This design comes from an exercise in tuning for small area on the open sky130 flow, not from production work. In this exercise RTL edits were held to simulation tests only and were not proved equivalent to the original. Power is estimated from default activity; no workload was simulated. The clock port is modelled as an ideal driver; clocking choices that lean on that would not hold on a real chip.

// ramp_adc_capture
module ramp_adc_capture #(
  parameter int N_CH       = 128,
  parameter int RES        = 8,
  parameter int RST_CYCLES = 4,
  parameter int CHW        = $clog2(N_CH)
) (
  input  logic            clk,
  input  logic            reset,
  input  logic            enable,
  input  logic [N_CH-1:0] flag,
  output logic            ramp_rst,
  output logic [RES-1:0]  ramp_code,
  output logic            busy,
  output logic            out_valid,
  input  logic            out_ready,
  output logic [CHW-1:0]  out_ch,
  output logic [RES-1:0]  out_code,
  output logic            out_hit,
  output logic            out_last,
  output logic            frame_done
);
  localparam logic [RES-1:0] CODE_MAX = '1;
  localparam logic [CHW-1:0] CH_LAST  = CHW'(N_CH - 1);
  localparam int W    = RES + 1;             
  localparam int NGRP = (N_CH + 2) / 3;      
  localparam logic [2:0] IDLE    = 3'd0,
                         RST3    = 3'd1,
                         RST2    = 3'd2,
                         RST1    = 3'd3,
                         RST0    = 3'd4,
                         CONVERT = 3'd5,
                         READOUT = 3'd6,
                         DONE    = 3'd7;
  ...
For scale: about 3300 cells after synthesis, about 0.040 sq mm of cells after synthesis.
Settings: LEC_CHECK=0, CAP_MARGIN=20, CORE_MARGIN=2, CORE_UTILIZATION=65, CTS_BUF_LIST=sky130_fd_sc_hd__clkbuf_16, CTS_CLUSTER_DIAMETER=100, CTS_CLUSTER_SIZE=30, SETUP_SLACK_MARGIN=0.2, SLEW_MARGIN=20, SYNTH_HIERARCHICAL=1, SYNTH_MINIMUM_KEEP_SIZE=0; clock period 8.0 ns.
standard.sh (not shown) runs the stock make flow with config.mk's settings and CLKGATE_MAP_FILE= SYNTH_SCRIPT=/design/flow/synth_recipe.tcl, a recipe that flattens the netlist after the stock synthesis.
==> flow/flow/run.sh <==
#!/bin/bash
# Standard ORFS layout (the standard.sh) with two changes:
# - port buffers are the smallest buffer, buf_1, instead of the cell buffer_ports picks;
# - clock tree synthesis runs without dummy loads.
# make's full output goes to make_finish.log in this folder; ORFS's per-step logs stay
# under orfs/logs.
set -euo pipefail
bash standard.sh \
  "BUFFER_PORTS_ARGS=-buffer_cell sky130_fd_sc_hd__buf_1" \
  "CTS_ARGS=-sink_clustering_enable -repair_clock_nets -dont_use_dummy_load -buf_list sky130_fd_sc_hd__clkbuf_16 -sink_clustering_size 30 -sink_clustering_max_diameter 100" \
  finish > make_finish.log 2>&1
The first run completed without violations.
Then changed:
--- a/flow/flow/run.sh
+++ b/flow/flow/run.sh
@@ -9,3 +9,3 @@
   "BUFFER_PORTS_ARGS=-buffer_cell sky130_fd_sc_hd__buf_1" \
-  "CTS_ARGS=-sink_clustering_enable -repair_clock_nets -dont_use_dummy_load -buf_list sky130_fd_sc_hd__clkbuf_16 -sink_clustering_size 30 -sink_clustering_max_diameter 100" \
+  "CTS_ARGS=-sink_clustering_enable -repair_clock_nets -dont_use_dummy_load -buf_list sky130_fd_sc_hd__clkbuf_16 -sink_clustering_size 24 -sink_clustering_max_diameter 80" \
   finish > make_finish.log 2>&1
Settings changed: CORE_UTILIZATION 65 to 50, CTS_CLUSTER_DIAMETER 100 to 80, CTS_CLUSTER_SIZE 30 to 24.
=> The changed run finished clean; via count is lower by 0.76%; final area is higher by 1.5%; clock skew is higher by 28 ps; non-clock buffer count is higher by 8; total power is higher by 3.9%; setup slack gains 190 ps; area after synthesis does not change; count of clock-buffer cells in the layout is higher by 11; die area is higher by 29%; register-to-register slack loses 110 ps.


The RTL this note starts from:
==> flow/design.v <==
module ramp_adc_ao2 (
  input  logic a0, s0, a1, s1,
  output logic y
);
  assign y = (a0 & s0) | (a1 & s1);
endmodule
module ramp_adc_aoi3 (
  input  logic a0, s0, a1, s1, a2, s2,
  output logic y
);
  assign y = ~((a0 & s0) | (a1 & s1) | (a2 & s2));
endmodule
module ramp_adc_capture #(
  parameter int N_CH       = 128,
  parameter int RES        = 8,
  parameter int RST_CYCLES = 4,
  parameter int CHW        = $clog2(N_CH)
) (
  input  logic            clk,
  input  logic            reset,
  input  logic            enable,
  input  logic [N_CH-1:0] flag,
  output logic            ramp_rst,
  output logic [RES-1:0]  ramp_code,
  output logic            busy,
  output logic            out_valid,
  input  logic            out_ready,
  output logic [CHW-1:0]  out_ch,
  output logic [RES-1:0]  out_code,
  output logic            out_hit,
  output logic            out_last,
  output logic            frame_done
);
  localparam logic [RES-1:0] CODE_MAX = '1;
  localparam logic [CHW-1:0] CH_LAST  = CHW'(N_CH - 1);
  localparam int W    = RES + 1;             
  localparam int NGRP = (N_CH + 2) / 3;      
  localparam logic [2:0] IDLE    = 3'd0,
                         RST3    = 3'd1,
                         RST2    = 3'd2,
                         RST1    = 3'd3,
                         RST0    = 3'd4,
                         CONVERT = 3'd5,
                         READOUT = 3'd6,
                         DONE    = 3'd7;
  logic [2:0]          state, next_state;
  logic [RES-1:0]      ramp_next;
  logic [N_CH-1:0]     hit, hit_d;
  logic [N_CH*RES-1:0] code, code_d;
  logic                win, hold;
  logic                in_rst;
  assign in_rst = (state == RST3) || (state == RST2) || (state == RST1) || (state == RST0);
  always_comb begin
    next_state = state;
    case (state)
      IDLE:    if (enable) next_state = RST3;
      RST3:    next_state = RST2;
      RST2:    next_state = RST1;
      RST1:    next_state = RST0;
      RST0:    next_state = CONVERT;
      CONVERT: if (ramp_code == CODE_MAX) next_state = READOUT;
      READOUT: if (out_ready && (out_ch == CH_LAST)) next_state = DONE;
      DONE:    next_state = enable ? RST3 : IDLE;
      default: next_state = IDLE;
    endcase
  end
  always_comb begin
    ramp_next = ramp_code;
    case (state)
      CONVERT: if (ramp_code != CODE_MAX) ramp_next = ramp_code + 1'b1;
      DONE:    ramp_next = '0;
      default: ;
    endcase
  end
  assign ramp_rst   = in_rst;
  assign busy       = (state != IDLE);
  assign out_valid  = (state == READOUT);
  assign frame_done = (state == DONE);
  always_ff @(posedge clk) begin
    if (reset) begin
      state     <= IDLE;
      ramp_code <= '0;
      out_ch    <= '0;
    end else begin
      state     <= next_state;
      ramp_code <= ramp_next;
      if (out_valid && out_ready) out_ch <= out_ch + 1'b1;
    end
  end
  assign win  = (state == RST0) || ((state == CONVERT) && (ramp_code != CODE_MAX));
  assign hold = !in_rst;
  logic [N_CH-1:0] hit_n;
  assign hit_n = ~hit;
  for (genvar i = 0; i < N_CH; i++) begin : g_ch
    ramp_adc_ao2 u_hit (.a0(win), .s0(flag[i]), .a1(hold), .s1(hit[i]), .y(hit_d[i]));
    for (genvar b = 0; b < RES; b++) begin : g_b
      ramp_adc_ao2 u_code (
        .a0(code[i*RES+b]), .s0(hit[i]), .a1(ramp_next[b]), .s1(hit_n[i]),
        .y(code_d[i*RES+b])
      );
    end
  end
  always_ff @(posedge clk) begin
    hit  <= hit_d;
    code <= code_d;
  end
  logic [3*NGRP-1:0] sel;
  logic [W-1:0]      rd [3*NGRP];
  logic [NGRP-1:0]   part_n [W];
  always_comb begin
    for (int i = 0; i < 3 * NGRP; i++) begin
      sel[i] = (i < N_CH) && out_valid && (out_ch == CHW'(i));
      rd[i]  = (i < N_CH) ? {hit[i], code[i*RES +: RES]} : '0;
    end
  end
  for (genvar b = 0; b < W; b++) begin : g_bit
    for (genvar g = 0; g < NGRP; g++) begin : g_grp
      ramp_adc_aoi3 u_aoi (
        .a0(rd[3*g][b]),   .s0(sel[3*g]),
        .a1(rd[3*g+1][b]), .s1(sel[3*g+1]),
        .a2(rd[3*g+2][b]), .s2(sel[3*g+2]),
        .y(part_n[b][g])
      );
    end
  end
  always_comb begin
    for (int b = 0; b < RES; b++) out_code[b] = ~&part_n[b];
    out_hit = ~&part_n[RES];
  end
  assign out_last = out_valid && (out_ch == CH_LAST);
endmodule
export LEC_CHECK = 0
export CAP_MARGIN = 20
export CORE_MARGIN = 2
export CORE_UTILIZATION = 55
export CTS_BUF_LIST = sky130_fd_sc_hd__clkbuf_4
export SETUP_SLACK_MARGIN = 0.2
export SLEW_MARGIN = 20
export SYNTH_HIERARCHICAL = 1
export SYNTH_MINIMUM_KEEP_SIZE = 0
create_clock -name core_clock -period 8.0 [get_ports {clk}]
run.sh (not shown) runs the stock make flow with config.mk's settings and CLKGATE_MAP_FILE= SYNTH_SCRIPT=/design/flow/synth_recipe.tcl, a recipe that flattens the netlist after the stock synthesis.
Stock flow here: none of the scripts above is used.
The baseline produced a clean layout.
==> next run, changes <==
Settings changed: CORE_UTILIZATION 55 to 50, CTS_BUF_LIST sky130_fd_sc_hd__clkbuf_4 to sky130_fd_sc_hd__clkbuf_16, CTS_CLUSTER_DIAMETER set to 100, CTS_CLUSTER_SIZE set to 30.
Worst hold slack improved by 0.011 ns.
Synthesized area stays the same.
Sequential cell count is unchanged.
Total power decreases by 18%.
Design area decreases by 4.9%.

## what the ideal ports hide
The results above use ideal ports. As a check the final layouts listed here were re-extracted and re-timed, cells and wires unchanged. Step 1: set_driving_cell puts a clkbuf_16 on clk and a buf_2 on each other input, an assumption about the parent block. Step 2 adds t to the input delays and takes it off the output delays; t is the mean of the earliest and latest rising clock arrival at the registers after step 1. Input paths then give back, and output paths get back, about the clock's delay inside the block. Slacks: ideal / step 1 / step 2; pairs: ideal / step 1.
run | t (ns) | setup slack, ns | hold WS [ns] | clock arrival spread, ns
the first run of note 1 | 0.697 | 0.644 / 0.576 / 1.273 | 0.496 / 0.496 / 0.496 | 0.020 / 0.020
the second run of note 1 | 0.709 | 0.831 / 0.760 / 1.469 | 0.490 / 0.490 / 0.490 | 0.043 / 0.043
the first run of note 2 | 1.140 | 0.326 / 0.260 / 1.400 | 0.486 / 0.486 / 0.486 | 0.112 / 0.111
the second run of note 2 | 0.708 | 0.806 / 0.741 / 1.450 | 0.497 / 0.497 / 0.497 | 0.033 / 0.033
After both steps setup and hold are still met in every run listed.
